What follows belongs to an exercise in optimizing a design on an open flow for small area; a production flow would make more cautious choices.
Where RTL was checked, it was by simulation tests only, not by an equivalence proof against the original.
The RTL of run 8 was laid out without a check of its function.
Power figures rest on the tool's default switching activity, not on a simulated workload.

## design.v

```verilog
package eq_pkg;
  localparam int SAMPLE_W = 12;
  localparam int COEF_W   = 16;
  localparam int FRAC     = COEF_W - 1;
  localparam int TAPS_DEF = 16;
  localparam int ACC_W    = SAMPLE_W + 5;
endpackage
import eq_pkg::*;
module fir_mac (
  input  logic                       clock,
  input  logic                       i_run,    
  input  logic                       i_hold,   
  input  logic                       i_sh,     
  input  logic                       i_neg,    
  input  logic                       i_rnd,    
  input  logic                       i_cbit,   
  input  logic signed [SAMPLE_W-1:0] i_x,
  output logic        [SAMPLE_W-1:0] o_y
);
  logic signed [ACC_W-1:0] r_acc;
  logic signed [ACC_W-1:0] w_base;
  logic signed [ACC_W-1:0] w_add;
  logic                    w_cin;
  logic                    w_shift;
  logic                    w_ovf;
  logic        [SAMPLE_W-1:0] w_y;
  assign w_shift = i_run ? i_sh : !i_hold;
  assign w_base  = w_shift ? {r_acc[ACC_W-1] & i_run, r_acc[ACC_W-1:1]} : r_acc;
  logic        [SAMPLE_W-1:0] w_xs;
  assign w_xs    = (i_neg ? ~i_x : i_x) & {SAMPLE_W{i_run && i_cbit}};
  assign w_add   = {{(ACC_W-SAMPLE_W){w_xs[SAMPLE_W-1]}}, w_xs};
  assign w_cin   = i_run && ((i_cbit && i_neg) || i_rnd);
  logic [ACC_W:0]   w_c;
  logic [ACC_W-1:0] w_sum;
  assign w_c[0] = w_cin;
  for (genvar i = 0; i < ACC_W; i++) begin : g_fa
    assign w_sum[i]  = w_base[i] ^ w_add[i] ^ w_c[i];
    assign w_c[i+1]  = (w_base[i] & w_add[i]) | (w_c[i] & (w_base[i] ^ w_add[i]));
  end
  always_ff @(posedge clock)
    r_acc <= w_sum;
  assign w_ovf = (r_acc[ACC_W-1:SAMPLE_W-1] != '0) && (r_acc[ACC_W-1:SAMPLE_W-1] != '1);
  assign w_y = w_ovf ? {r_acc[ACC_W-1], {(SAMPLE_W-1){!r_acc[ACC_W-1]}}}
                     : r_acc[SAMPLE_W-1:0];
  assign o_y = {~w_y[SAMPLE_W-1], w_y[SAMPLE_W-2:0]};
endmodule
import eq_pkg::*;
module filtro_fir_eq #(
  parameter int TAPS = TAPS_DEF
) (
  input  logic                       clock,
  input  logic                       reset,
  input  logic signed [SAMPLE_W-1:0] sample_in,
  input  logic                       sample_valid,
  input  logic                       coef_we,
  input  logic [$clog2(TAPS)-1:0]    coef_addr,
  input  logic signed [COEF_W-1:0]   coef_data,
  output logic [SAMPLE_W-1:0]        dac_out_data,
  output logic                       dac_out_valid,
  input  logic                       dac_out_ready,
  output logic                       busy,
  output logic                       overrun,
  output logic                       coef_err
);
  localparam int NC = TAPS * COEF_W;     
  localparam int NS = TAPS * SAMPLE_W;   
  logic [NC-1:0]       r_cr;       
  logic [NS-1:0]       r_sr;       
  logic [COEF_W-1:0]   r_wb;       
  logic [3:0]          r_wa;       
  logic [7:0]          r_p;        
  logic [3:0]          r_m;        
  logic                r_scrub, r_comp, r_valid, r_clr, r_pend, r_wact;
  logic                r_overrun, r_coef_err;
  logic                w_idle, w_win, w_open, w_take, w_write, w_end;
  logic [7:0]          w_q;
  logic                w_ins;
  logic                w_cin_bit;
  logic                w_dflt;
  logic [SAMPLE_W-1:0] w_x, w_new;
  logic [15:0]         w_tail;
  assign w_idle  = !(r_scrub || r_comp || r_valid || r_clr || r_pend);
  assign w_win   = (r_p == {4'hF, ~r_m});
  assign w_open  = w_idle && w_win;
  assign w_take  = w_open && sample_valid;
  assign w_write = w_open && coef_we;
  assign w_end   = r_comp && w_win;
  assign w_q     = r_p + {4'h0, r_m};
  assign w_tail    = r_cr[NC-1 -: 16];
  assign w_cin_bit = w_tail[4'd15 - r_m];
  assign w_dflt    = (r_p[3:0] == 4'hF) && (r_p[7:4] != 4'hF);
  assign w_ins     = r_wact && (r_p[3:0] == ~r_wa);
  assign w_x   = r_sr[NS-1 -: SAMPLE_W];
  assign w_new = w_take ? sample_in : (r_scrub ? '0 : w_x);
  always_ff @(posedge clock) begin
    r_cr <= {r_cr[NC-2:0], r_scrub ? w_dflt : (w_ins ? r_wb[r_p[7:4]] : r_cr[NC-1])};
    r_sr <= {r_sr[NS-SAMPLE_W-1:0], w_new};
    if (!r_pend) begin
      r_wb <= coef_data;
      r_wa <= coef_addr;
    end
  end
  always_ff @(posedge clock or posedge reset) begin
    if (reset) begin
      r_p        <= '0;
      r_m        <= 4'hF;
      r_scrub    <= 1'b1;
      r_comp     <= 1'b0;
      r_valid    <= 1'b0;
      r_clr      <= 1'b0;
      r_pend     <= 1'b0;
      r_wact     <= 1'b0;
      r_overrun  <= 1'b0;
      r_coef_err <= 1'b0;
    end else begin
      r_p        <= r_p + 8'd1;
      r_overrun  <= sample_valid && !w_open;
      r_coef_err <= coef_we && !w_open;
      if (r_p == 8'hFF) r_scrub <= 1'b0;
      if (w_take) r_comp <= 1'b1;
      if (w_end) begin
        r_comp  <= 1'b0;
        r_valid <= 1'b1;
        r_m     <= r_m - 4'd1;
      end
      if (r_valid && dac_out_ready) begin
        r_valid <= 1'b0;
        r_clr   <= 1'b1;
      end
      if (r_clr && r_p[7:4] == 4'h0) r_clr <= 1'b0;
      if (w_write) r_pend <= 1'b1;
      if (r_p == 8'hFF) begin
        if (r_wact) begin
          r_wact <= 1'b0;
          r_pend <= 1'b0;
        end else if (r_pend || w_write) begin
          r_wact <= 1'b1;
        end
      end
    end
  end
  fir_mac u_mac (
    .clock  (clock),
    .i_run  (r_comp),
    .i_hold (r_valid),
    .i_sh   (w_q[3:0] == 4'h0),
    .i_neg  (w_q[7:4] == 4'hF),
    .i_rnd  (w_q == 8'd224),
    .i_cbit (w_cin_bit),
    .i_x    (w_x),
    .o_y    (dac_out_data)
  );
  assign dac_out_valid = r_valid;
  assign busy          = !w_open && !reset;
  assign overrun       = r_overrun;
  assign coef_err      = r_coef_err;
endmodule
```

## flow/run.sh

```bash
#!/bin/bash
# Standard ORFS flow (the standard.sh) with smaller port buffers and a
# clock tree without dummy loads. ORFS writes each step's log under orfs/logs.
set -e
bash standard.sh BUFFER_PORTS_ARGS="-inputs -outputs -buffer_cell sky130_fd_sc_hd__buf_1" \
  CTS_ARGS="-sink_clustering_enable -repair_clock_nets -buf_list sky130_fd_sc_hd__clkbuf_4 -sink_clustering_size 12 -sink_clustering_max_diameter 30 -dont_use_dummy_load" \
  finish > standard.log 2>&1
```

## standard.sh

```bash
#!/bin/bash
# synth_recipe.tcl (not shown) runs the flow's synth.tcl, then flattens the netlist and writes it again
# the make line also repeats each setting of config.mk as NAME=value (left out here)
make -C /OpenROAD-flow-scripts/flow DESIGN_CONFIG=/design/flow/config.mk WORK_HOME=/design/flow/orfs CLKGATE_MAP_FILE= SYNTH_SCRIPT=/design/flow/synth_recipe.tcl "${@:-finish}"
```

## config.mk

```make
export PLATFORM = sky130hd
export DESIGN_NAME = filtro_fir_eq
export DESIGN_NICKNAME = filtro_fir_eq
export VERILOG_FILES = /design/flow/design.v
export SDC_FILE = /design/flow/constraint.sdc
export NUM_CORES = 4
export LEC_CHECK = 0
export CAP_MARGIN = 20
export CORE_MARGIN = 2
export CORE_UTILIZATION = 60
export SLEW_MARGIN = 20
```

## constraint.sdc

```tcl
create_clock -name core_clock -period 10.0 [get_ports {clock}]
set_input_delay 2.0000 -clock core_clock [delete_from_list [all_inputs] [get_ports {clock}]]
set_output_delay 2.0000 -clock core_clock [all_outputs]
set_load 0.01 [all_outputs]
```

==> impl_metrics.yaml, run 1 <==
clock_network:
  cts-buffers-inserted: 60
  clkSlewWorstSetupHoldPaths_ps: 110
  clk_latency_ps: 690
  tritoncts: "built"
  post_cts_buffers: 0
  cts_resized: 0
  cts-root-buf: "clkbuf_4"
  cts_max_path_buffers: 3
  cts_sinks: 505
  ctsHoldBuffers: 0
  htreeDepth: 2
pwr:
  peakVddDrop_mv: 0.141
  switchingPower_w: 0.000551
  clockPowerShare_pct: 28.6
  powerDensity_mw_per_mm2: 215
  netSwitchingFraction_pct: 19.2
  p_int_w: 0.00231
  p_comb_share_pct: 0.4
  p_leak_nw: 5.42
  power_frac_seq_pct: 71.0
  totalPowerFinal_w: 0.00286
detailed_routing:
  drt_iter0_markers: 171
  wirelength_microns: 16100
  ant_nets: 0
  avgViaCountPerCell: 4.72
  remaining_drc_errors: 0
  drt_pass1_iterations: 5
  vias: 5305
  detail_route.wl_per_cell_microns: 14.3
critical_path:
  crit_type: "flip-flop to flip-flop"
  path_max_fanout: 12
  cp-end-kind: "flip-flop"
  startpoint: "r_m[0]"
  critPathRequiredTime_ps: 10510
  cp_slowest_cell: "a311o_1"
  worst-path-stages: 28
  worst-r2r-cell-count: 28
  rrSetupSlack_ps: 1400
  worstPathBufferInverterCount: 1
  r2r_end: "u_mac.r_acc[16]"
  r2r_start: "r_m[0]"
  path_delay_family: "adder cells"
  slowest_delay_ps: 690
  endpoint: "u_mac.r_acc[16]"
  start_kind: "flip-flop"
  cpMostUsedCell: "fa_1"
  arrival_ps: 9110
synth:
  synth_nets: 814
  ys_types: 41
  ys_seq_elements: 505
  yosysSeqAreaShare_pct: 84.2
  netlist_area_sq_mm: 0.0124
  synth_top_cell_by_area: "dfxtp_1"
  ys_warn_count: 2
  synth_cells: 754
  yosys-top-cells-area: "dfxtp_1 75%, edfxtp_1 4.9%, dfrtp_1 3.0%"
  synth_top_area_share_pct: 75.3
  syn_area_per_cell_sq_um: 16.4
floorplan:
  rows: 52
  die_x_microns: 148
  core_sq_mm: 0.0202
  die_h_microns: 148
  die_area_sq_mm: 0.0218
  io_pins: 53
  start_util_pct: 61.1
timing:
  fmax_mhz: 116
  finalCriticalPeriod_ps: 8600
  slew_headroom_pct: 44.6
  rsz0062_at_grt: "false"
  fin_tns_setup_ps: 0
  fin_ws_ps: 1400
  min_period_over_period_pct: 86.0
  tightest_slew_ps: 830
  finalSetupViolations: 0
  finalClockSkew_ps: 108
  whs_ps: 265
  hold_viol: 0
  drv_slew: 0
final_layout:
  syn_to_final_growth_pct: 7.56
  drive_gt1_share_pct: 10.9
  final_nets: 916
  design_area_sq_mm: 0.0133
placement:
  place_area_sq_mm: 0.0129
  gp_congestion: 0.793
  portBuffers: 52
  dp_hpwl_microns: 9910
  pre_cts_ws_ps: 1380
global_routing:
  grt_pass1_vias: 5611
  antenna_found_initial: 1
  grt_pass1_wl_microns: 27700
  grt_util_all_layers_pct: 15.9
  grt_max_degree: 21
  grt_remaining_overflow: 0
status:
  outcome: "timing/DRC/antenna clean"
hold_path:
  hold_class: "flip-flop to flip-flop"
  hold_depth: 0
flow_run:
  cap_violations: 0
## cell usage after synthesis, drive strengths merged
cell    instances
o21a            1
xnor2           8
o41ai           1
nor3            3
xor2           24
a211oi          3
clkbuf          6
mux4            9
nor2           27
dfstp           5
nand3b         13
a311o           1
dfrtp          15
ha              6
buf             8
a21oi           8
mux2i           7
or3             3
fa             17
inv            14
nor2b           4
nand2b          1
nand2          38
and3            2
a31oi           3
dfxtp         465
and2            1
o31ai           1
nand3           6
o21ai           8
edfxtp         20
nand4           3
nor4            2
mux2           12
a21o            9
## metal layers
| layer | vias to the layer above | wire (microns) | track usage (%) |
|---|---|---|---|
| li1 | 2635 | - | - |
| met1 | 2489 | 7870 | 23.2 |
| met2 | 129 | 6830 | 23.0 |
| met3 | 52 | 898 | 3.92 |
| met4 | 0 | 454 | 6.54 |
| met5 | - | 0 | 0 |
## metrics by stage
step | util [%] | instances
after floorplan | - | 754
after global placement | 63.5 | 1064
after detailed placement | 63.5 | 1064
after CTS | 65.7 | 1124
after global routing | 65.8 | 1125
final | 65.8 | 1125
## worst register-to-register path: cells and delay by family (launching register included)
family / cells / cell delay (ps)
AOI/OAI and AO/OA: 2 / 790
xor gates and xnor gates: 4 / 670
adders and majority gates: 18 / 5800
buffers and inverters: 1 / 80
DFF: 1 / 650
and+or+nand+nor: 3 / 510
## flip-flops by register name, indices dropped and copies added, names as in the netlist
name,count
r_wb,16
r_valid,1
r_wact,1
r_comp,1
r_overrun,1
r_clr,1
r_wa,4
r_m,4
r_cr,256
r_p,8
u_mac.r_acc,17
r_sr,192
r_scrub,1
r_coef_err,1
r_pend,1
## worst min-delay path by stage
stage	startpoint	endpoint	slack [ps]
final	r_sr[47]	r_sr[59]	260
after detailed placement	r_cr[173]	r_cr[174]	310
after global placement	r_cr[187]	r_cr[188]	310
after CTS	r_sr[47]	r_sr[59]	270
after global routing	r_sr[130]	r_sr[142]	260
after floorplan	r_cr[99]	r_cr[100]	310
## cells by family after synthesis
kind of cell / count (synthesis) / synth area share, %
AO/OA/AOI/OAI: 35 / 1.93
XOR/XNOR: 32 / 2.27
adder cells (fa/ha/maj): 23 / 3.36
buffers and inverters: 28 / 0.961
flip-flops: 505 / 84.2
multiplexers: 28 / 3.33
AND/OR/NAND/NOR: 103 / 3.95
## power groups by stage
stage                     combinational [W]  clock [W]  sequential (W)
after floorplan                  0.00000436          0         0.00208
after global placement            0.0000116          0         0.00208
after detailed placement          0.0000119          0         0.00208
after CTS                         0.0000119   0.000863         0.00203
after global routing              0.0000132   0.000943         0.00204
final                             0.0000117   0.000817         0.00203
## cell type report
class                           instances  area (sq um)
Antenna cell                            1          2.50
Fill cell                            1477          6930
Timing Repair Buffer                   54           210
Tap cell                              270           338
Inverter                               14          52.6
Sequential cell                       505         10400
Clock buffer                           60           450
Multi-Input combinational cell        221          1840
## placed cells by master (no fill, tap or decap), types with 14 or more instances in the layout
master / n
buf_1: 52
fa_1: 17
inv_1: 14
dfrtp_1: 15
nor2_1: 27
clkbuf_4: 60
edfxtp_1: 20
nand2_1: 37
dfxtp_1: 465
xor2_1: 24
==> run 2, diff against run 1 <==
==> flow/run.sh (replaced) <==
#!/bin/bash
# Standard ORFS flow (the standard.sh) with smaller port buffers and a
# clock tree without dummy loads. ORFS writes each step's log under orfs/logs.
set -e
bash standard.sh BUFFER_PORTS_ARGS="-inputs -outputs -buffer_cell sky130_fd_sc_hd__buf_1" \
  CTS_ARGS="-sink_clustering_enable -repair_clock_nets -buf_list sky130_fd_sc_hd__clkbuf_16 -sink_clustering_size 32 -sink_clustering_max_diameter 45 -dont_use_dummy_load" \
  finish > standard.log 2>&1
==> impl_metrics.yaml, run 2 <==
status:
  outcome: "timing/DRC/antenna clean"
detailed_routing:
  detail_route.wl_per_cell_microns: 14.7
  met3_length_microns: 875
  vias: 5185
  drt_iter0_markers: 165
  highest_layer: "met4"
  drt_pass1_iterations: 4
  wirelength_microns: 16100
  met1_length_microns: 7820
  ant_nets: 0
  avgViaCountPerCell: 4.71
  remaining_drc_errors: 0
  wl_met2_microns: 6970
critical_path:
  critPathRequiredTime_ps: 10350
  slowest_delay_ps: 640
  cp_slowest_cell: "a311o_1"
  cp-end-kind: "flip-flop"
  arrival_ps: 9070
  start_kind: "flip-flop"
  crit_type: "flip-flop to flip-flop"
  cpMostUsedCell: "fa_1"
  r2r_start: "r_p[0]"
  startpoint: "r_p[0]"
  path_max_fanout: 12
synth:
  synth_nets: 814
  synth_top_cell_by_area: "dfxtp_1"
  netlist_area_sq_mm: 0.0124
  async_reset_ff_share_pct: 3.96
  synth_cells: 754
  syn_area_per_cell_sq_um: 16.4
  ys_warn_count: 2
  yosysMostFrequentCell: "dfxtp_1"
  ys_types: 41
  yosys-top-cells-count: "465 x dfxtp_1, 37 x nand2_1, 27 x nor2_1, 24 x xor2_1, 20 x edfxtp_1"
  synth_edf_count: 20
  ys_seq_elements: 505
  yosys-top-cells-area: "dfxtp_1 75%, edfxtp_1 4.9%, dfrtp_1 3.0%"
  ys.flop_type: "dfxtp_1"
  synth_top_area_share_pct: 75.3
  yosysSeqAreaShare_pct: 84.2
clock_network:
  ctsHoldBuffers: 0
  cts_resized: 0
  cts-buffers-inserted: 37
  clkSlewWorstSetupHoldPaths_ps: 70
  cts_sinks: 505
  cts_max_path_buffers: 3
  htreeDepth: 2
  cts-root-buf: "clkbuf_16"
  tritoncts: "built"
  post_cts_buffers: 0
  clk_latency_ps: 520
placement:
  portBuffers: 52
  gp_congestion: 0.793
  dp_hpwl_microns: 9910
pwr:
  powerDensity_mw_per_mm2: 238
  peakVddDrop_mv: 0.197
  p_leak_nw: 5.60
  totalPowerFinal_w: 0.00328
timing:
  rsz0062_at_grt: "false"
  finalSetupViolations: 0
  finalClockSkew_ps: 50.4
  finalCriticalPeriod_ps: 8720
  fmax_mhz: 115
  fin_tns_setup_ps: 0
  slew_headroom_pct: 44.4
  drv_slew: 0
  tightest_slew_ps: 834
  min_period_over_period_pct: 87.2
  hold_viol: 0
floorplan:
  rows: 52
  die_x_microns: 148
  die_h_microns: 148
  die_area_sq_mm: 0.0218
  start_util_pct: 61.1
  core_sq_mm: 0.0202
  io_pins: 53
hold_path:
  hold_start: "r_sr[167]"
  hold_class: "flip-flop to flip-flop"
final_layout:
  final_cell_mix: "465 x dfxtp_1, 52 x buf_1, 37 x nand2_1, 37 x clkbuf_16, 27 x nor2_1"
  final_common_cell: "dfxtp_1"
  drive_gt1_share_pct: 8.42
  antenna_cells: 0
  largestRegisters: "r_cr x256, r_sr x192, u_mac.r_acc x17"
  post-route-util_pct: 68.1
  regMostFlops: "r_cr"
  final_nets: 893
  largest_reg_flops: 256
  syn_to_final_growth_pct: 11.4
flow_run:
  cap_violations: 0
global_routing:
  grt_max_degree: 31
  grt_remaining_overflow: 0
  grt_pass1_wl_microns: 27700
  grt_pass1_vias: 5531
  grt_util_all_layers_pct: 16.0
  antenna_found_initial: 0
## run 2: cell counts after synthesis
Identical to the previous run, type by type.
## run 2: cell families (layout without fill, tap and decap cells)
| family | after synthesis | after routing | share of synthesized area (%) |
|---|---|---|---|
| AOI/OAI and AO/OA | 35 | 35 | 1.93 |
| xor gates and xnor gates | 32 | 32 | 2.27 |
| adders and majority gates | 23 | 23 | 3.36 |
| buffers and inverters | 28 | 105 | 0.961 |
| DFF | 505 | 505 | 84.2 |
| muxes | 28 | 28 | 3.33 |
| and+or+nand+nor | 103 | 103 | 3.95 |
## run 2: stage by stage
step	instance area, sq um	std cells	hold WS [ps]	setup WS (ps)
finish	13800	1101	289	1280
global route	13800	1101	296	744
CTS	13800	1101	296	1280
detailed placement	12900	1064	312	1380
global placement	12900	1064	310	1650
floorplan	12400	754	310	2220
## run 2: final cells by class
cell class                 count  area [sq um]
multi-input combinational    221          1840
clock buffer                  37           926
tap                          270           338
sequential                   505         10400
inverter                      14          52.6
timing repair buffer          54           210
fill                        1395          6460
## run 2: report_power, final
group / internal (W) / leakage, nW / switching [W]
registers: 0.00203 / 4.19 / 0.00000224
clock network: 0.000653 / 0.456 / 0.000584
logic: 0.00000592 / 0.950 / 0.00000575
total: 0.00269 / 5.60 / 0.000592
## run 2: worst paths after layout
check	cells past startpoint	end	slack [ps]
max	27	u_mac.r_acc[16]	1280
min reg2reg	0	r_sr[179]	290
min in group asynchronous	2	r_pend	1620
max reg2reg	27	u_mac.r_acc[16]	1280
max in group asynchronous	2	r_p[3]	7820
min	0	r_sr[179]	290
## run 2: critical path, delay by kind of cell, from the launching register on
family | cells | cell delay [ps]
simple gates | 3 | 610
xor+xnor | 3 | 490
flops | 1 | 430
fa+ha+maj | 18 | 6020
compound gates | 2 | 960
buf+inv | 1 | 80
## run 2: layer usage
metal / up-vias / global-route usage (%)
li1: 2570 / -
met1: 2457 / 23.1
met2: 109 / 23.3
met3: 49 / 4.01
met4: 0 / 6.78
met5: - / 0
==> run 3, diff against run 2 <==
==> flow/run.sh (replaced) <==
#!/bin/bash
# Standard ORFS flow (the standard.sh) with smaller port buffers and a
# clock tree without dummy loads. ORFS writes each step's log under orfs/logs.
set -e
bash standard.sh BUFFER_PORTS_ARGS="-inputs -outputs -buffer_cell sky130_fd_sc_hd__buf_1" \
  CTS_ARGS="-sink_clustering_enable -repair_clock_nets -buf_list sky130_fd_sc_hd__clkbuf_4 -sink_clustering_size 10 -sink_clustering_max_diameter 40 -dont_use_dummy_load" \
  finish > standard.log 2>&1
==> impl_metrics.yaml, run 3 <==
status:
  outcome: "timing/DRC/antenna clean"
placement:
  gp_congestion: 0.793
  place_inst: 1064
  dp_hpwl_microns: 9910
  portBuffers: 52
  pre_cts_ws_ps: 1380
timing:
  hold_viol: 0
  whs_ps: 275
  min_period_over_period_pct: 86.0
  finalSetupViolations: 0
  rsz0062_at_grt: "false"
  finalClockSkew_ps: 100
  tightest_slew_ps: 818
  fin_ws_ps: 1400
  fmax_mhz: 116
  drv_slew: 0
  fin_tns_setup_ps: 0
  finalCriticalPeriod_ps: 8600
  slew_headroom_pct: 45.4
synth:
  syn_area_per_cell_sq_um: 16.4
  yosysMostFrequentCell: "dfxtp_1"
  synth_top_cell_by_area: "dfxtp_1"
  yosysSeqAreaShare_pct: 84.2
  netlist_area_sq_mm: 0.0124
  synth_cells: 754
  synth_top_area_share_pct: 75.3
  ys_seq_elements: 505
  yosys-top-cells-area: "dfxtp_1 75%, edfxtp_1 4.9%, dfrtp_1 3.0%"
  ys_warn_count: 2
  ys_types: 41
  synth_edf_count: 20
  ys.flop_type: "dfxtp_1"
  yosys-top-cells-count: "465 x dfxtp_1, 37 x nand2_1, 27 x nor2_1, 24 x xor2_1, 20 x edfxtp_1"
  async_reset_ff_share_pct: 3.96
  synth_nets: 814
final_layout:
  nFillCells: 1480
  regMostFlops: "r_cr"
  final_nets: 914
  syn_to_final_growth_pct: 7.43
  stdcell_count: 1123
  final_cell_mix: "465 x dfxtp_1, 58 x clkbuf_4, 52 x buf_1"
  multi_input_area_sq_mm: 0.00184
  largest_reg_flops: 256
  drive_gt1_share_pct: 10.7
  largestRegisters: "r_cr x256, r_sr x192, u_mac.r_acc x17"
  final_common_cell: "dfxtp_1"
  register_area_sq_mm: 0.0104
pwr:
  power_frac_seq_pct: 71.2
  totalPowerFinal_w: 0.00285
  p_leak_nw: 5.41
  peakVddDrop_mv: 0.127
  p_int_w: 0.00230
  powerDensity_mw_per_mm2: 215
  p_comb_share_pct: 0.4
  clockPowerShare_pct: 28.4
  netSwitchingFraction_pct: 19.3
  switchingPower_w: 0.000551
global_routing:
  grt_max_degree: 21
  grt_util_all_layers_pct: 16.0
  use_met3_pct: 4.23
  grt_remaining_overflow: 0
  grt_pass1_wl_microns: 27900
  busiest_layer: "met2"
  use_met2_pct: 23.5
  met1_usage_pct: 23.0
  grt_pass1_vias: 5666
  antenna_found_initial: 1
clock_network:
  htreeDepth: 2
  cts_sinks: 505
  tritoncts: "built"
  ctsHoldBuffers: 0
  clkSlewWorstSetupHoldPaths_ps: 100
  clk_latency_ps: 700
  post_cts_buffers: 0
  cts-buffers-inserted: 58
  cts-root-buf: "clkbuf_4"
  cts_max_path_buffers: 3
  cts_resized: 0
floorplan:
  die_h_microns: 148
  die_x_microns: 148
  core_sq_mm: 0.0202
  rows: 52
  io_pins: 53
  die_area_sq_mm: 0.0218
  start_util_pct: 61.1
critical_path:
  critPathRequiredTime_ps: 10500
  r2r_end: "u_mac.r_acc[16]"
  r2r_start: "r_m[0]"
  path_max_fanout: 12
  worst-r2r-cell-count: 28
  cp_slowest_cell: "a311o_1"
  worst-path-stages: 28
  endpoint: "u_mac.r_acc[16]"
  path_delay_family: "adder cells"
  start_kind: "flip-flop"
  crit_type: "flip-flop to flip-flop"
  cpMostUsedCell: "fa_1"
  slowest_delay_ps: 670
  cp-end-kind: "flip-flop"
  startpoint: "r_m[0]"
  rrSetupSlack_ps: 1400
  worstPathBufferInverterCount: 1
  arrival_ps: 9100
detailed_routing:
  vias: 5271
  drt_pass1_iterations: 4
  remaining_drc_errors: 0
  detail_route.wl_per_cell_microns: 14.3
  ant_nets: 0
  drt_iter0_markers: 188
  wirelength_microns: 16000
  avgViaCountPerCell: 4.69
flow_run:
  cap_violations: 0
hold_path:
  hold_class: "flip-flop to flip-flop"
  hold_depth: 0
run 3: cell counts after synthesis:
Identical to the previous run, type by type.
run 3: logic make-up after synthesis:
kind of cell / count (synthesis) / share of synthesized area, %
AND/OR/NAND/NOR: 103 / 3.95
multiplexers: 28 / 3.33
flip-flops: 505 / 84.2
buffers and inverters: 28 / 0.961
AO/OA/AOI/OAI: 35 / 1.93
XOR/XNOR: 32 / 2.27
adder cells (fa/ha/maj): 23 / 3.36
run 3: how the worst min path moves through the flow:
stage               slack [ps]        end      start
finish                     280  r_sr[120]  r_sr[108]
global route               250  r_sr[120]  r_sr[108]
CTS                        260  r_sr[141]  r_sr[129]
detailed placement         310  r_cr[174]  r_cr[173]
global placement           310  r_cr[188]  r_cr[187]
floorplan                  310  r_cr[100]   r_cr[99]
run 3: layout make-up:
cell class | instances | share of cell area [%]
Antenna cell | 1 | 0.0188
Clock buffer | 58 | 3.28
Inverter | 14 | 0.395
Multi-Input combinational cell | 221 | 13.8
Sequential cell | 505 | 78.4
Tap cell | 270 | 2.54
Timing Repair Buffer | 54 | 1.58
run 3: stage by stage:
| step | utilization [%] | instance area [sq um] |
|---|---|---|
| after floorplan | - | 12400 |
| after global placement | 63.5 | 12900 |
| after detailed placement | 63.5 | 12900 |
| after CTS | 65.7 | 13300 |
| after global routing | 65.7 | 13300 |
| final | 65.7 | 13300 |
run 3: layer usage:
metal,wire length (microns),part of all wire [%]
met3,892,5.6
met2,6950,43
met1,7820,49
met5,0,0
met4,361,2.3
run 3: power by group through the flow:
stage / clock network (W) / registers, W / logic (W)
6_report: 0.000809 / 0.00203 / 0.0000117
5_1_grt: 0.000938 / 0.00204 / 0.0000132
4_1_cts: 0.000852 / 0.00203 / 0.0000119
3_5_place_dp: 0 / 0.00208 / 0.0000119
3_3_place_gp: 0 / 0.00208 / 0.0000116
2_1_floorplan: 0 / 0.00208 / 0.00000436
run 3: worst register-to-register path, delay by kind of cell (launching register included):
family	cells	cell delay (ps)
buffers and inverters	1	80
AOI/OAI and AO/OA	2	760
xor gates and xnor gates	4	660
and+or+nand+nor	3	510
adders and majority gates	18	5810
DFF	1	660
==> run 4, diff against run 3 <==
==> flow/run.sh (replaced) <==
#!/bin/bash
# Standard ORFS flow (the standard.sh) with smaller port buffers and a
# clock tree without dummy loads. ORFS writes each step's log under orfs/logs.
set -e
bash standard.sh BUFFER_PORTS_ARGS="-inputs -outputs -buffer_cell sky130_fd_sc_hd__buf_1" \
  CTS_ARGS="-sink_clustering_enable -repair_clock_nets -buf_list sky130_fd_sc_hd__clkbuf_4 -sink_clustering_size 11 -sink_clustering_max_diameter 40 -dont_use_dummy_load" \
  finish > standard.log 2>&1
--- a/config.mk
+++ b/config.mk
@@ -7,5 +7,5 @@
 export LEC_CHECK = 0
 export CAP_MARGIN = 20
 export CORE_MARGIN = 2
-export CORE_UTILIZATION = 60
+export CORE_UTILIZATION = 75
 export SLEW_MARGIN = 20
==> impl_metrics.yaml, run 4 <==
timing:
  hold_viol: 0
  min_period_over_period_pct: 86.8
  finalSetupViolations: 0
  rsz0062_at_grt: "false"
  whs_ps: 277
  finalCriticalPeriod_ps: 8680
  drv_slew: 0
  fmax_mhz: 115
  slew_headroom_pct: 44.2
  finalClockSkew_ps: 85.5
  fin_tns_setup_ps: 0
  tightest_slew_ps: 837
synth:
  synth_top_area_share_pct: 75.3
  post_synth_and_or_nand_nor_area_fraction_pct: 3.95
  ys_types: 41
  ys_warn_count: 2
  async_reset_ff_share_pct: 3.96
  yosysMostFrequentCell: "dfxtp_1"
  synth_top_family_by_area: "simple AND/OR/NAND/NOR gates"
  synth_edf_count: 20
  synth_cells: 754
  netlist_area_sq_mm: 0.0124
  synth_fa_ha_area_share_pct: 3.36
  synth_compound_gate_area_share_pct: 1.93
  synth_xor_area_share_pct: 2.27
  synth_nets: 814
  yosysSeqAreaShare_pct: 84.2
  syn_area_per_cell_sq_um: 16.4
  yosys-top-cells-area: "dfxtp_1 75%, edfxtp_1 4.9%, dfrtp_1 3.0%"
  synth_top_cell_by_area: "dfxtp_1"
  yosys-top-cells-count: "465 x dfxtp_1, 37 x nand2_1, 27 x nor2_1, 24 x xor2_1, 20 x edfxtp_1"
  ys.flop_type: "dfxtp_1"
  ys_seq_elements: 505
  synthMuxAreaShare_pct: 3.33
detailed_routing:
  vias: 5372
  detail_route.wl_per_cell_microns: 17.2
  avgViaCountPerCell: 5.06
  drt_pass1_iterations: 6
  wirelength_microns: 18200
  drt_iter0_markers: 293
  remaining_drc_errors: 0
  ant_nets: 0
pwr:
  p_leak_nw: 5.37
  peakVddDrop_mv: 0.206
  totalPowerFinal_w: 0.00283
  powerDensity_mw_per_mm2: 215
hold_path:
  hold_start: "r_sr[106]"
  min_to: "r_sr[118]"
  hold_class: "flip-flop to flip-flop"
  hold_depth: 0
final_layout:
  final_common_cell: "dfxtp_1"
  largest_reg_flops: 256
  nFillCells: 800
  final_nets: 906
  post-route-util_pct: 82.3
  regMostFlops: "r_cr"
  drive_gt1_share_pct: 9.83
  final_cell_mix: "465 x dfxtp_1, 52 x clkbuf_4, 52 x buf_1"
  design_area_sq_mm: 0.0132
  largestRegisters: "r_cr x256, r_sr x192, u_mac.r_acc x17"
  syn_to_final_growth_pct: 6.47
critical_path:
  worstPathBufferInverterCount: 1
  path_max_fanout: 12
  r2r_start: "r_m[0]"
  startpoint: "r_m[0]"
  cp_slowest_cell: "dfstp_2"
  arrival_ps: 9230
  slowest_delay_ps: 670
  critPathRequiredTime_ps: 10540
  start_kind: "flip-flop"
  worst-r2r-cell-count: 28
  rrSetupSlack_ps: 1320
  cpMostUsedCell: "fa_1"
  path_delay_family: "adder cells"
  crit_type: "flip-flop to flip-flop"
  r2r_end: "u_mac.r_acc[16]"
  cp-end-kind: "flip-flop"
flow_run:
  cap_violations: 0
floorplan:
  die_area_sq_mm: 0.0175
  core_sq_mm: 0.0160
  start_util_pct: 77.3
  rows: 46
  die_h_microns: 132
  io_pins: 53
  die_x_microns: 132
clock_network:
  htreeDepth: 2
  clkSlewWorstSetupHoldPaths_ps: 110
  cts_max_path_buffers: 3
  post_cts_buffers: 0
  cts-root-buf: "clkbuf_4"
  cts_sinks: 505
  ctsHoldBuffers: 0
  tritoncts: "built"
  clk_latency_ps: 700
  cts_resized: 0
  cts-buffers-inserted: 52
placement:
  place_area_sq_mm: 0.0128
  gp_congestion: 0.832
  portBuffers: 52
  dp_hpwl_microns: 12000
global_routing:
  grt_pass1_wl_microns: 29900
  grt_util_all_layers_pct: 22.0
  grt_remaining_overflow: 0
  grt_max_degree: 21
  antenna_found_initial: 1
  grt_pass1_vias: 5755
status:
  outcome: "timing/DRC/antenna clean"
run 4: logic make-up after synthesis:
logic type | Yosys count
flops | 505
simple gates | 103
compound gates | 35
xor+xnor | 32
buf+inv | 28
mux | 28
fa+ha+maj | 23
run 4: final cells by class:
class,count,area [sq um],area share [%]
diodes,1,2.50,0.0190
multi-input cells,221,1840,14.0
repair buffers,52,195,1.48
inverters,14,52.6,0.399
clock buffers,52,390,2.96
flip-flops and latches,505,10400,79.1
well taps,216,270,2.05
run 4: worst max-delay path by stage:
| stage | depth (start not counted) | end |
|---|---|---|
| after floorplan | 27 | u_mac.r_acc[16] |
| after CTS | 28 | u_mac.r_acc[16] |
| final | 28 | u_mac.r_acc[16] |
| after global routing | 28 | u_mac.r_acc[16] |
| after global placement | 27 | u_mac.r_acc[16] |
| after detailed placement | 28 | u_mac.r_acc[16] |
run 4: where the power goes:
group	leakage [nW]	internal (W)	switching, W
clock	0.239	0.000240	0.000541
combinational	0.940	0.00000592	0.00000618
sequential	4.19	0.00203	0.00000290
total	5.37	0.00228	0.000550
run 4: per-layer routing:
| metal | up-vias | global-route usage, % | part of all wire, % | routed length (microns) |
|---|---|---|---|---|
| li1 | 2602 | - | - | - |
| met3 | 58 | 4.90 | 5.4 | 984 |
| met2 | 147 | 34.6 | 47 | 8610 |
| met1 | 2565 | 30.1 | 44 | 8050 |
| met5 | - | 0 | 0 | 0 |
| met4 | 0 | 9.62 | 3.3 | 596 |
run 4: per-stage QoR:
stage | setup slack [ps] | instances
6_report | 1320 | 1061
5_1_grt | 841 | 1061
4_1_cts | 1370 | 1060
3_5_place_dp | 1390 | 1008
3_3_place_gp | 1690 | 1008
2_1_floorplan | 2220 | 754
run 4: worst register-to-register path: cells and delay by family, from the launching register on:
family,cells,cell delay (ps)
compound gates,2,720
xor+xnor,4,710
fa+ha+maj,18,5840
buf+inv,1,80
flops,1,670
simple gates,3,530
==> run 5, diff against run 4 <==
==> flow/run.sh (replaced) <==
#!/bin/bash
# Standard ORFS flow (the standard.sh) with smaller port buffers and a
# clock tree without dummy loads. ORFS writes each step's log under orfs/logs.
set -e
bash standard.sh BUFFER_PORTS_ARGS="-inputs -outputs -buffer_cell sky130_fd_sc_hd__buf_1" \
  CTS_ARGS="-sink_clustering_enable -repair_clock_nets -buf_list sky130_fd_sc_hd__clkbuf_4 -sink_clustering_size 12 -sink_clustering_max_diameter 40 -dont_use_dummy_load" \
  finish > standard.log 2>&1
--- a/config.mk
+++ b/config.mk
@@ -7,5 +7,5 @@
 export LEC_CHECK = 0
 export CAP_MARGIN = 20
 export CORE_MARGIN = 2
-export CORE_UTILIZATION = 75
+export CORE_UTILIZATION = 85
 export SLEW_MARGIN = 20
==> impl_metrics.yaml, run 5 <==
synth:
  synth_cells: 754
  syn_area_per_cell_sq_um: 16.4
  synth_top_cell_by_area: "dfxtp_1"
  yosysSeqAreaShare_pct: 84.2
  netlist_area_sq_mm: 0.0124
  ys.flop_type: "dfxtp_1"
  yosys-top-cells-count: "465 x dfxtp_1, 37 x nand2_1, 27 x nor2_1, 24 x xor2_1, 20 x edfxtp_1"
  ys_seq_elements: 505
  synth_nets: 814
  ys_types: 41
  yosysMostFrequentCell: "dfxtp_1"
  yosys-top-cells-area: "dfxtp_1 75%, edfxtp_1 4.9%, dfrtp_1 3.0%"
  synth_edf_count: 20
  synth_top_area_share_pct: 75.3
  ys_warn_count: 2
  async_reset_ff_share_pct: 3.96
clock_network:
  ctsHoldBuffers: 0
  htreeDepth: 2
  cts-root-buf: "clkbuf_4"
  cts_max_path_buffers: 3
  post_cts_buffers: 0
  cts_sinks: 505
  cts_resized: 0
  cts-buffers-inserted: 48
status:
  firstError: "[ERROR DPL-0033] detailed placement checks failed during check placement."
  outcome: "did not finish"
  lastStage: "clock tree synthesis (4_1_cts)"
placement:
  place_area_sq_mm: 0.0127
  gp_congestion: 0.811
  place_inst: 976
  dp_hpwl_microns: 14600
  portBuffers: 52
floorplan:
  die_x_microns: 125
  die_h_microns: 125
  rows: 44
  start_util_pct: 86.1
  io_pins: 53
[run 5: cell counts after synthesis]
Identical to the previous run, type by type.
[run 5: worst max-delay path by stage]
| stage | startpoint | to | slack, ps | depth (start not counted) |
|---|---|---|---|---|
| 2_1_floorplan | r_p[0] | u_mac.r_acc[16] | 2220 | 27 |
| 3_3_place_gp | r_p[0] | u_mac.r_acc[16] | 1710 | 27 |
| 3_5_place_dp | r_p[0] | u_mac.r_acc[16] | 1010 | 28 |
[run 5: power by group through the flow]
stage,Clock [W],Combinational (W),Sequential [W]
floorplan,0,0.00000436,0.00208
global placement,0,0.0000113,0.00208
detailed placement,0,0.0000127,0.00208
[run 5: logic make-up after synthesis]
family | share of synthesized area, %
AOI/OAI and AO/OA | 1.93
xor gates and xnor gates | 2.27
adders and majority gates | 3.36
buffers and inverters | 0.961
DFF | 84.2
muxes | 3.33
and+or+nand+nor | 3.95
[run 5: per-stage QoR]
step	hold slack [ps]	setup WS [ps]	util [%]
3_3_place_gp	309	1710	88.6
3_5_place_dp	312	1010	88.6
2_1_floorplan	310	2220	-
==> run 6, diff against run 5 <==
--- a/config.mk
+++ b/config.mk
@@ -7,5 +7,5 @@
 export LEC_CHECK = 0
 export CAP_MARGIN = 20
 export CORE_MARGIN = 2
-export CORE_UTILIZATION = 85
+export CORE_UTILIZATION = 75
 export SLEW_MARGIN = 20
==> impl_metrics.yaml, run 6 <==
detailed_routing:
  avgViaCountPerCell: 5.05
  drt_pass1_iterations: 4
  ant_nets: 0
  wirelength_microns: 18100
  drt_iter0_markers: 251
  remaining_drc_errors: 0
  detail_route.wl_per_cell_microns: 17.2
  vias: 5344
synth:
  synth_nets: 814
  yosysMostFrequentCell: "dfxtp_1"
  ys_seq_elements: 505
  synth_top_cell_by_area: "dfxtp_1"
  netlist_area_sq_mm: 0.0124
  syn_area_per_cell_sq_um: 16.4
  ys_warn_count: 2
  yosys-top-cells-area: "dfxtp_1 75%, edfxtp_1 4.9%, dfrtp_1 3.0%"
  async_reset_ff_share_pct: 3.96
  ys_types: 41
  yosys-top-cells-count: "465 x dfxtp_1, 37 x nand2_1, 27 x nor2_1, 24 x xor2_1, 20 x edfxtp_1"
  ys.flop_type: "dfxtp_1"
  yosysSeqAreaShare_pct: 84.2
  synth_edf_count: 20
  synth_top_area_share_pct: 75.3
  synth_cells: 754
pwr:
  peakVddDrop_mv: 0.156
  p_int_w: 0.00226
  p_comb_share_pct: 0.4
  powerDensity_mw_per_mm2: 214
  clockPowerShare_pct: 27.1
  totalPowerFinal_w: 0.00281
  netSwitchingFraction_pct: 19.4
  p_leak_nw: 5.36
  power_frac_seq_pct: 72.4
  switchingPower_w: 0.000545
global_routing:
  antenna_found_initial: 1
  grt_pass1_wl_microns: 29900
  grt_remaining_overflow: 0
  grt_max_degree: 21
  grt_pass1_vias: 5748
  grt_util_all_layers_pct: 22.1
clock_network:
  post_cts_buffers: 0
  cts-buffers-inserted: 49
  cts_resized: 0
  ctsHoldBuffers: 0
  clkSlewWorstSetupHoldPaths_ps: 110
  cts-root-buf: "clkbuf_4"
  cts_sinks: 505
  htreeDepth: 2
  clk_latency_ps: 670
  tritoncts: "built"
  cts_max_path_buffers: 3
floorplan:
  io_pins: 53
  core_sq_mm: 0.0160
  start_util_pct: 77.3
  die_x_microns: 132
  rows: 46
  die_area_sq_mm: 0.0175
  die_h_microns: 132
final_layout:
  drive_gt1_share_pct: 9.51
  final_cell_mix: "465 x dfxtp_1, 52 x buf_1, 49 x clkbuf_4"
  largest_reg_flops: 256
  largestRegisters: "r_cr x256, r_sr x192, u_mac.r_acc x17"
  syn_to_final_growth_pct: 6.29
  regMostFlops: "r_cr"
  final_common_cell: "dfxtp_1"
  final_nets: 903
critical_path:
  start_kind: "flip-flop"
  arrival_ps: 9200
  cp_slowest_cell: "dfstp_2"
  cp-end-kind: "flip-flop"
  cpMostUsedCell: "fa_1"
  critPathRequiredTime_ps: 10510
  slowest_delay_ps: 670
  path_max_fanout: 12
  crit_type: "flip-flop to flip-flop"
timing:
  tightest_slew_ps: 832
  rsz0062_at_grt: "false"
  fin_tns_setup_ps: 0
  slew_headroom_pct: 44.2
  drv_slew: 0
  finalClockSkew_ps: 57.8
  min_period_over_period_pct: 86.9
  finalCriticalPeriod_ps: 8690
  finalSetupViolations: 0
  fmax_mhz: 115
  whs_ps: 291
  hold_viol: 0
hold_path:
  hold_class: "flip-flop to flip-flop"
flow_run:
  cap_violations: 0
placement:
  portBuffers: 52
  gp_congestion: 0.832
  dp_hpwl_microns: 12000
status:
  outcome: "timing/DRC/antenna clean"
[run 6: kinds of logic (layout without fill, tap and decap cells)]
group / Yosys count / after routing / synth area share, %
buffers and inverters: 28 / 115 / 0.961
AOI/OAI and AO/OA: 35 / 35 / 1.93
adders and majority gates: 23 / 23 / 3.36
DFF: 505 / 505 / 84.2
xor gates and xnor gates: 32 / 32 / 2.27
other: 0 / 1 / 0
muxes: 28 / 28 / 3.33
and+or+nand+nor: 103 / 103 / 3.95
[run 6: final cells by class]
type	count	area, sq um
flip-flops and latches	505	10400
clock buffers	49	368
diodes	1	2.50
fillers	793	2850
inverters	14	52.6
repair buffers	52	195
well taps	216	270
multi-input cells	221	1840
[run 6: path summary, 6_finish.rpt]
path                                start              end  slack, ps  cells past startpoint
worst max-delay path               r_m[0]  u_mac.r_acc[16]       1310                     28
worst min-delay path            r_sr[108]        r_sr[120]        290                      0
worst max register to register     r_m[0]  u_mac.r_acc[16]       1310                     28
worst min register to register  r_sr[108]        r_sr[120]        290                      0
max in group asynchronous           reset           r_p[1]       8000                      2
min in group asynchronous           reset           r_pend       1450                      2
[run 6: power groups by stage]
| stage | Clock (W) | Combinational (W) | Sequential [W] |
|---|---|---|---|
| 4_1_cts | 0.000787 | 0.0000123 | 0.00203 |
| 3_3_place_gp | 0 | 0.0000115 | 0.00208 |
| 2_1_floorplan | 0 | 0.00000436 | 0.00208 |
| 5_1_grt | 0.000857 | 0.0000134 | 0.00204 |
| 3_5_place_dp | 0 | 0.0000122 | 0.00208 |
| 6_report | 0.000763 | 0.0000122 | 0.00203 |
[run 6: worst max-delay path, delay by kind of cell, from the launching register on]
kind,cells,cell delay (ps)
buffers and inverters,1,80
DFF,1,670
adders and majority gates,18,5860
and+or+nand+nor,3,520
xor gates and xnor gates,4,710
AOI/OAI and AO/OA,2,710
[run 6: metrics by stage]
step	setup WS, ps	cell area [sq um]	std cells	util (%)
floorplan	2220	12400	754	-
global placement	1690	12800	1008	79.8
detailed placement	1390	12800	1008	79.8
CTS	1360	13100	1057	82.1
global route	828	13100	1058	82.2
finish	1310	13100	1058	82.2
[run 6: per-layer routing]
| metal | global-route usage (%) | part of all wire (%) | routed length, microns |
|---|---|---|---|
| met5 | 0 | 0 | 0 |
| met4 | 9.26 | 2.9 | 531 |
| met3 | 5.25 | 5.6 | 1020 |
| met2 | 34.8 | 47 | 8560 |
| met1 | 30.0 | 44 | 8040 |
==> run 7, diff against run 6 <==
==> run.sh (new file) <==
#!/bin/bash
# synth_recipe.tcl (not shown) runs the flow's synth.tcl, then flattens the netlist and writes it again
# the make line also repeats each setting of config.mk as NAME=value (left out here)
make -C /OpenROAD-flow-scripts/flow DESIGN_CONFIG=/design/flow/config.mk WORK_HOME=/design/flow/orfs CLKGATE_MAP_FILE= SYNTH_SCRIPT=/design/flow/synth_recipe.tcl finish
--- a/config.mk
+++ b/config.mk
@@ -7,5 +7,8 @@
 export LEC_CHECK = 0
 export CAP_MARGIN = 20
 export CORE_MARGIN = 2
-export CORE_UTILIZATION = 75
+export CORE_UTILIZATION = 60
+export CTS_BUF_LIST = sky130_fd_sc_hd__clkbuf_4
+export CTS_CLUSTER_DIAMETER = 30
+export CTS_CLUSTER_SIZE = 8
 export SLEW_MARGIN = 20
removed: flow/run.sh
removed: standard.sh
==> impl_metrics.yaml, run 7 <==
status:
  outcome: "timing/DRC/antenna clean"
global_routing:
  grt_util_all_layers_pct: 16.4
  antenna_found_initial: 1
  grt_remaining_overflow: 0
  grt_max_degree: 21
  grt_pass1_wl_microns: 28200
  grt_pass1_vias: 5802
synth:
  syn_area_per_cell_sq_um: 16.4
  synth_top_cell_by_area: "dfxtp_1"
  post_synth_and_or_nand_nor_area_fraction_pct: 3.95
  ys_warn_count: 2
  synth_cells: 754
  ys_seq_elements: 505
  yosys-top-cells-count: "465 x dfxtp_1, 37 x nand2_1, 27 x nor2_1, 24 x xor2_1, 20 x edfxtp_1"
  yosysMostFrequentCell: "dfxtp_1"
  async_reset_ff_share_pct: 3.96
  synth_top_family_by_area: "simple AND/OR/NAND/NOR gates"
  yosysSeqAreaShare_pct: 84.2
  synth_top_area_share_pct: 75.3
  yosys-top-cells-area: "dfxtp_1 75%, edfxtp_1 4.9%, dfrtp_1 3.0%"
  synth_xor_area_share_pct: 2.27
  synthMuxAreaShare_pct: 3.33
  synth_edf_count: 20
  synth_compound_gate_area_share_pct: 1.93
  ys.flop_type: "dfxtp_1"
  netlist_area_sq_mm: 0.0124
  ys_types: 41
  synth_nets: 814
  synth_fa_ha_area_share_pct: 3.36
clock_network:
  cts-root-buf: "clkbuf_4"
  clk_latency_ps: 690
  cts_max_path_buffers: 3
  post_cts_buffers: 0
  cts-buffers-inserted: 79
  cts_sinks: 505
  htreeDepth: 3
  ctsHoldBuffers: 0
  cts_resized: 0
  clkSlewWorstSetupHoldPaths_ps: 90
  tritoncts: "built"
detailed_routing:
  remaining_drc_errors: 0
  drt_pass1_iterations: 4
  detail_route.wl_per_cell_microns: 14.0
  drt_iter0_markers: 244
  avgViaCountPerCell: 4.60
  ant_nets: 0
  vias: 5426
  wirelength_microns: 16500
floorplan:
  rows: 52
  start_util_pct: 61.1
  die_h_microns: 148
  die_x_microns: 148
  core_sq_mm: 0.0202
  io_pins: 53
  die_area_sq_mm: 0.0218
placement:
  portBuffers: 52
  gp_congestion: 0.781
  dp_hpwl_microns: 9900
pwr:
  power_frac_seq_pct: 63.3
  peakVddDrop_mv: 0.124
  powerDensity_mw_per_mm2: 228
  totalPowerFinal_w: 0.00321
  p_int_w: 0.00257
  clockPowerShare_pct: 36.0
  p_leak_nw: 5.80
  p_comb_share_pct: 0.7
  switchingPower_w: 0.000644
  netSwitchingFraction_pct: 20.1
final_layout:
  regMostFlops: "r_cr"
  syn_to_final_growth_pct: 13.8
  final_nets: 935
  drive_gt1_share_pct: 15.5
  final_cell_mix: "465 x dfxtp_1, 93 x clkbuf_4, 52 x clkdlybuf4s50_1"
  final_common_cell: "dfxtp_1"
  largestRegisters: "r_cr x256, r_sr x192, u_mac.r_acc x17"
  nFillCells: 1382
  largest_reg_flops: 256
timing:
  fmax_mhz: 117
  drv_slew: 0
  fin_tns_setup_ps: 0
  rsz0062_at_grt: "false"
  finalCriticalPeriod_ps: 8550
  hold_viol: 0
  min_period_over_period_pct: 85.5
  slew_headroom_pct: 44.9
  finalClockSkew_ps: 32.5
  tightest_slew_ps: 825
  finalSetupViolations: 0
critical_path:
  worst-r2r-cell-count: 27
  path_max_fanout: 12
  arrival_ps: 9080
  crit_type: "flip-flop to flip-flop"
  start_kind: "flip-flop"
  cp-end-kind: "flip-flop"
  critPathRequiredTime_ps: 10530
hold_path:
  hold_class: "flip-flop to flip-flop"
  hold_depth: 0
flow_run:
  cap_violations: 0
==> run 7: layer usage <==
layer	routed length [microns]	GRT usage, %
met1	8110	22.6
met2	7270	24.0
met3	727	4.66
met4	354	8.41
met5	0	0
==> run 7: kinds of logic (layout without fill, tap and decap cells) <==
logic type	count (synthesis)	after routing
flip-flops	505	505
AND/OR/NAND/NOR	103	103
AO/OA/AOI/OAI	35	35
XOR/XNOR	32	32
multiplexers	28	28
buffers and inverters	28	183
adder cells (fa/ha/maj)	23	23
other	0	1
==> run 7: final timing paths <==
path,start,to,slack [ps]
worst max-delay path,r_p[0],u_mac.r_acc[16],1450
worst min-delay path,r_cr[162],r_cr[163],320
worst max register to register,r_p[0],u_mac.r_acc[16],1450
worst min register to register,r_cr[162],r_cr[163],320
max in group asynchronous,reset,r_valid,7670
min in group asynchronous,reset,r_p[7],1800
==> run 7: power by group through the flow <==
stage,sequential (W),clock (W),combinational (W)
after floorplan,0.00208,0,0.00000436
after global placement,0.00208,0,0.0000215
after detailed placement,0.00208,0,0.0000220
after CTS,0.00203,0.00120,0.0000221
after global routing,0.00203,0.00129,0.0000233
final,0.00203,0.00116,0.0000217
==> run 7: area by class of cell <==
class                   count  area (sq um)  share of cell area [%]
inverters                  14          52.6                   0.373
clock inverters            22           195                    1.39
well taps                 270           338                    2.40
multi-input cells         221          1840                    13.0
flip-flops and latches    505         10400                    74.0
repair buffers             54           536                    3.81
clock buffers              93           698                    4.96
diodes                      1          2.50                  0.0178
==> run 7: stage by stage <==
| step | util [%] | instance area [sq um] | hold slack (ps) | instances | setup WS (ps) |
|---|---|---|---|---|---|
| finish | 69.6 | 14100 | 315 | 1180 | 1450 |
| global route | 69.6 | 14100 | 323 | 1180 | 938 |
| CTS | 69.5 | 14100 | 309 | 1179 | 1390 |
| detailed placement | 65.1 | 13200 | 312 | 1064 | 1420 |
| global placement | 65.1 | 13200 | 310 | 1064 | 1670 |
| floorplan | - | 12400 | 310 | 754 | 2220 |
==> run 7: worst max-delay path: stages, from the launching register on <==
cell and delay (ps):
dfrtp_1 450, ha_1 270, fa_1 420, a211oi_1 230
nor2_1 150, or3_1 360, a311o_1 630, xor2_1 230
nor2_1 70, fa_1 440, fa_1 400, fa_1 400
fa_1 390, fa_1 390, fa_1 390, fa_1 380
fa_1 380, fa_1 390, fa_1 390, fa_1 370
inv_1 80, fa_1 180, fa_1 180, fa_1 180
fa_1 190, fa_1 180, xor2_1 160, xnor2_1 80
==> run 8, diff against run 7 <==
--- a/design.v
+++ b/design.v
@@ -69,25 +69,29 @@
   logic [COEF_W-1:0]   r_wb;       
   logic [3:0]          r_wa;       
   logic [7:0]          r_p;        
-  logic [3:0]          r_m;        
+  logic [3:0]          r_k;        
+  logic                r_sh;       
   logic                r_scrub, r_comp, r_valid, r_clr, r_pend, r_wact;
   logic                r_overrun, r_coef_err;
   logic                w_idle, w_win, w_open, w_take, w_write, w_end;
-  logic [7:0]          w_q;
+  logic                w_lo, w_gt;
+  logic [3:0]          w_qh;
   logic                w_ins;
   logic                w_cin_bit;
   logic                w_dflt;
   logic [SAMPLE_W-1:0] w_x, w_new;
   logic [15:0]         w_tail;
   assign w_idle  = !(r_scrub || r_comp || r_valid || r_clr || r_pend);
-  assign w_win   = (r_p == {4'hF, ~r_m});
+  assign w_lo    = (r_p[3:0] == r_k);
+  assign w_win   = w_lo && (r_p[7:4] == 4'hF);
   assign w_open  = w_idle && w_win;
   assign w_take  = w_open && sample_valid;
   assign w_write = w_open && coef_we;
   assign w_end   = r_comp && w_win;
-  assign w_q     = r_p + {4'h0, r_m};
+  assign w_gt    = (r_p[3:0] > r_k);
+  assign w_qh    = r_p[7:4] + {3'b000, w_gt};
   assign w_tail    = r_cr[NC-1 -: 16];
-  assign w_cin_bit = w_tail[4'd15 - r_m];
+  assign w_cin_bit = w_tail[r_k];
   assign w_dflt    = (r_p[3:0] == 4'hF) && (r_p[7:4] != 4'hF);
   assign w_ins     = r_wact && (r_p[3:0] == ~r_wa);
   assign w_x   = r_sr[NS-1 -: SAMPLE_W];
@@ -103,7 +107,8 @@
   always_ff @(posedge clock or posedge reset) begin
     if (reset) begin
       r_p        <= '0;
-      r_m        <= 4'hF;
+      r_k        <= 4'h0;
+      r_sh       <= 1'b0;
       r_scrub    <= 1'b1;
       r_comp     <= 1'b0;
       r_valid    <= 1'b0;
@@ -114,6 +119,7 @@
       r_coef_err <= 1'b0;
     end else begin
       r_p        <= r_p + 8'd1;
+      r_sh       <= w_lo;
       r_overrun  <= sample_valid && !w_open;
       r_coef_err <= coef_we && !w_open;
       if (r_p == 8'hFF) r_scrub <= 1'b0;
@@ -121,7 +127,7 @@
       if (w_end) begin
         r_comp  <= 1'b0;
         r_valid <= 1'b1;
-        r_m     <= r_m - 4'd1;
+        r_k     <= r_k + 4'd1;
       end
       if (r_valid && dac_out_ready) begin
         r_valid <= 1'b0;
@@ -143,9 +149,9 @@
     .clock  (clock),
     .i_run  (r_comp),
     .i_hold (r_valid),
-    .i_sh   (w_q[3:0] == 4'h0),
-    .i_neg  (w_q[7:4] == 4'hF),
-    .i_rnd  (w_q == 8'd224),
+    .i_sh   (r_sh),
+    .i_neg  (w_qh == 4'hF),
+    .i_rnd  (r_sh && w_qh == 4'hE),
     .i_cbit (w_cin_bit),
     .i_x    (w_x),
     .o_y    (dac_out_data)
==> flow/run.sh (new file) <==
#!/bin/bash
# Standard ORFS flow (the standard.sh) with smaller port buffers and a
# clock tree without dummy loads. ORFS writes each step's log under orfs/logs.
set -e
bash standard.sh BUFFER_PORTS_ARGS="-inputs -outputs -buffer_cell sky130_fd_sc_hd__buf_1" \
  CTS_ARGS="-sink_clustering_enable -repair_clock_nets -buf_list sky130_fd_sc_hd__clkbuf_4 -sink_clustering_size 10 -sink_clustering_max_diameter 40 -dont_use_dummy_load" \
  finish > standard.log 2>&1
==> standard.sh (new file) <==
#!/bin/bash
# synth_recipe.tcl (not shown) runs the flow's synth.tcl, then flattens the netlist and writes it again
# the make line also repeats each setting of config.mk as NAME=value (left out here)
make -C /OpenROAD-flow-scripts/flow DESIGN_CONFIG=/design/flow/config.mk WORK_HOME=/design/flow/orfs CLKGATE_MAP_FILE= SYNTH_SCRIPT=/design/flow/synth_recipe.tcl "${@:-finish}"
--- a/config.mk
+++ b/config.mk
@@ -8,7 +8,4 @@
 export CAP_MARGIN = 20
 export CORE_MARGIN = 2
 export CORE_UTILIZATION = 60
-export CTS_BUF_LIST = sky130_fd_sc_hd__clkbuf_4
-export CTS_CLUSTER_DIAMETER = 30
-export CTS_CLUSTER_SIZE = 8
 export SLEW_MARGIN = 20
removed: run.sh
==> impl_metrics.yaml, run 8 <==
timing:
  slew_headroom_pct: 45.4
  fmax_mhz: 122
  min_period_over_period_pct: 82.0
  drv_slew: 0
  hold_viol: 0
  tightest_slew_ps: 818
  finalClockSkew_ps: 95.3
  rsz0062_at_grt: "false"
  fin_tns_setup_ps: 0
  finalCriticalPeriod_ps: 8200
  finalSetupViolations: 0
final_layout:
  final_nets: 913
  largest_reg_flops: 256
  largestRegisters: "r_cr x256, r_sr x192, u_mac.r_acc x17"
  multi_input_area_sq_mm: 0.00184
  drive_gt1_share_pct: 10.7
  syn_to_final_growth_pct: 7.43
  nFillCells: 1463
  design_area_sq_mm: 0.0133
  regMostFlops: "r_cr"
  final_cell_mix: "465 x dfxtp_1, 59 x clkbuf_4, 52 x buf_1"
  register_area_sq_mm: 0.0104
  final_common_cell: "dfxtp_1"
synth:
  syn_area_per_cell_sq_um: 16.6
  synth_top_cell_by_area: "dfxtp_1"
  yosysMostFrequentCell: "dfxtp_1"
  synth_cells: 749
  yosys-top-cells-area: "dfxtp_1 75%, edfxtp_1 4.8%, dfrtp_1 4.0%"
  yosysSeqAreaShare_pct: 84.1
  synth_edf_count: 20
  synth_nets: 810
  yosys-top-cells-count: "465 x dfxtp_1, 35 x nand2_1"
  ys_seq_elements: 506
  ys.flop_type: "dfxtp_1"
  ys_types: 46
  netlist_area_sq_mm: 0.0124
  synth_top_area_share_pct: 75.0
  ys_warn_count: 2
  async_reset_ff_share_pct: 4.15
critical_path:
  startpoint: "r_k[2]"
  cpMostUsedCell: "fa_1"
  start_kind: "flip-flop"
  crit_type: "flip-flop to flip-flop"
  arrival_ps: 8670
  path_max_fanout: 11
  cp-end-kind: "flip-flop"
  slowest_delay_ps: 480
  cp_slowest_cell: "dfrtp_1"
  critPathRequiredTime_ps: 10470
  r2r_start: "r_k[2]"
placement:
  portBuffers: 52
  place_area_sq_mm: 0.0129
  gp_congestion: 0.736
  dp_hpwl_microns: 9430
hold_path:
  hold_start: "r_sr[20]"
  hold_class: "flip-flop to flip-flop"
clock_network:
  post_cts_buffers: 0
  cts-buffers-inserted: 59
  cts_max_path_buffers: 3
  cts_resized: 0
  clk_latency_ps: 710
  tritoncts: "built"
  ctsHoldBuffers: 0
  htreeDepth: 2
  cts_sinks: 506
  clkSlewWorstSetupHoldPaths_ps: 90
  cts-root-buf: "clkbuf_4"
detailed_routing:
  drt_pass1_iterations: 4
  avgViaCountPerCell: 4.65
  wirelength_microns: 15400
  remaining_drc_errors: 0
  detail_route.wl_per_cell_microns: 13.7
  drt_iter0_markers: 183
  vias: 5214
  ant_nets: 0
flow_run:
  cap_violations: 0
global_routing:
  grt_max_degree: 22
  antenna_found_initial: 1
  grt_remaining_overflow: 0
  grt_pass1_vias: 5380
  grt_util_all_layers_pct: 15.1
  grt_pass1_wl_microns: 26400
floorplan:
  core_sq_mm: 0.0202
  rows: 52
  start_util_pct: 61.3
  io_pins: 53
  die_h_microns: 148
  die_area_sq_mm: 0.0218
  die_x_microns: 148
pwr:
  power_frac_seq_pct: 71.1
  clockPowerShare_pct: 28.5
  p_leak_nw: 5.43
  netSwitchingFraction_pct: 19.3
  p_comb_share_pct: 0.4
  p_int_w: 0.00231
  powerDensity_mw_per_mm2: 215
  peakVddDrop_mv: 0.140
  switchingPower_w: 0.000553
status:
  outcome: "timing/DRC/antenna clean"
-- run 8: cell count changes after synthesis, sizes merged, moves of 4 or more --
cell | before | now
mux2 | 12 | 19
nor2 | 27 | 20
xor2 | 24 | 6
dfstp | 5 | 1
dfrtp | 15 | 20
clkbuf | 6 | 2
xnor2 | 8 | 20
-- run 8: metrics by stage --
| step | hold slack (ps) | util (%) | instances | setup slack, ps | power, W |
|---|---|---|---|---|---|
| after floorplan | 310 | - | 749 | 2500 | 0.00209 |
| after global placement | 310 | 63.7 | 1061 | 2080 | 0.00210 |
| after detailed placement | 312 | 63.7 | 1061 | 1900 | 0.00210 |
| after CTS | 275 | 65.8 | 1120 | 1820 | 0.00290 |
| after global routing | 279 | 65.9 | 1122 | 1260 | 0.00299 |
| final | 281 | 65.9 | 1122 | 1800 | 0.00286 |
-- run 8: per-layer routing --
layer / wire [microns] / track usage [%]
met5: 0 / 0
met3: 875 / 5.06
met1: 7570 / 21.1
met4: 311 / 5.53
met2: 6630 / 22.3
-- run 8: layout make-up --
class	instances	area share (%)
Clock buffer	59	3.32
Sequential cell	506	78.3
Timing Repair Buffer	54	1.58
Inverter	16	0.451
Multi-Input combinational cell	215	13.8
Tap cell	270	2.53
Antenna cell	2	0.0376
-- run 8: kinds of logic after synthesis --
group,Yosys count,share of synthesized area (%)
xor gates and xnor gates,26,1.84
buffers and inverters,28,1.08
and+or+nand+nor,96,4.02
adders and majority gates,24,3.39
AOI/OAI and AO/OA,35,1.95
DFF,506,84.1
muxes,34,3.60
-- run 8: path summary, 6_finish.rpt --
kind,cells past startpoint,slack [ps],end
hold / removal,0,280,r_sr[32]
setup reg to reg,33,1800,u_mac.r_acc[16]
max in group asynchronous,2,7970,r_overrun
setup / recovery,33,1800,u_mac.r_acc[16]
min in group asynchronous,2,1490,r_coef_err
hold reg to reg,0,280,r_sr[32]
-- run 8: power groups by stage --
stage / Combinational [W] / Sequential (W) / Clock [W]
3_5_place_dp: 0.0000121 / 0.00208 / 0
6_report: 0.0000117 / 0.00204 / 0.000816
5_1_grt: 0.0000132 / 0.00204 / 0.000942
3_3_place_gp: 0.0000118 / 0.00208 / 0
4_1_cts: 0.0000121 / 0.00204 / 0.000855
2_1_floorplan: 0.00000450 / 0.00208 / 0
-- run 8: critical path: cells and delay by family, from the launching register on --
| family | cells | cell delay (ps) |
|---|---|---|
| adders and majority gates | 19 | 5790 |
| DFF | 1 | 480 |
| AOI/OAI and AO/OA | 5 | 730 |
| and+or+nand+nor | 2 | 240 |
| buffers and inverters | 4 | 430 |
| xor gates and xnor gates | 3 | 340 |

==> what the ideal ports hide <==
Ports are ideal in the flow. The routed layouts listed here were re-timed in OpenROAD.
Step 1: set_driving_cell puts a clkbuf_16 on clock and a buf_2 on each other input, an assumption about the parent block.
Step 2 times the ports against the registers' clock, not the clock port: input delays grow and output delays shrink by t, the midpoint of the rising clock arrivals with the driver on.
Three values: ideal ports, drivers, drivers and shift; two values: the first two.
run	t (ns)	setup slack, ns	worst setup path after step 2
run 1	0.679	1.398 / 1.398 / 1.398	register to register
run 2	0.539	1.282 / 1.282 / 1.282	register to register
run 3	0.684	1.403 / 1.403 / 1.403	register to register
run 4	0.688	1.317 / 1.317 / 1.317	register to register
run 6	0.683	1.312 / 1.312 / 1.312	register to register
run 7	0.710	1.455 / 1.455 / 1.455	register to register
run 8	0.694	1.801 / 1.801 / 1.801	register to register
After both steps every run listed still meets setup and hold.
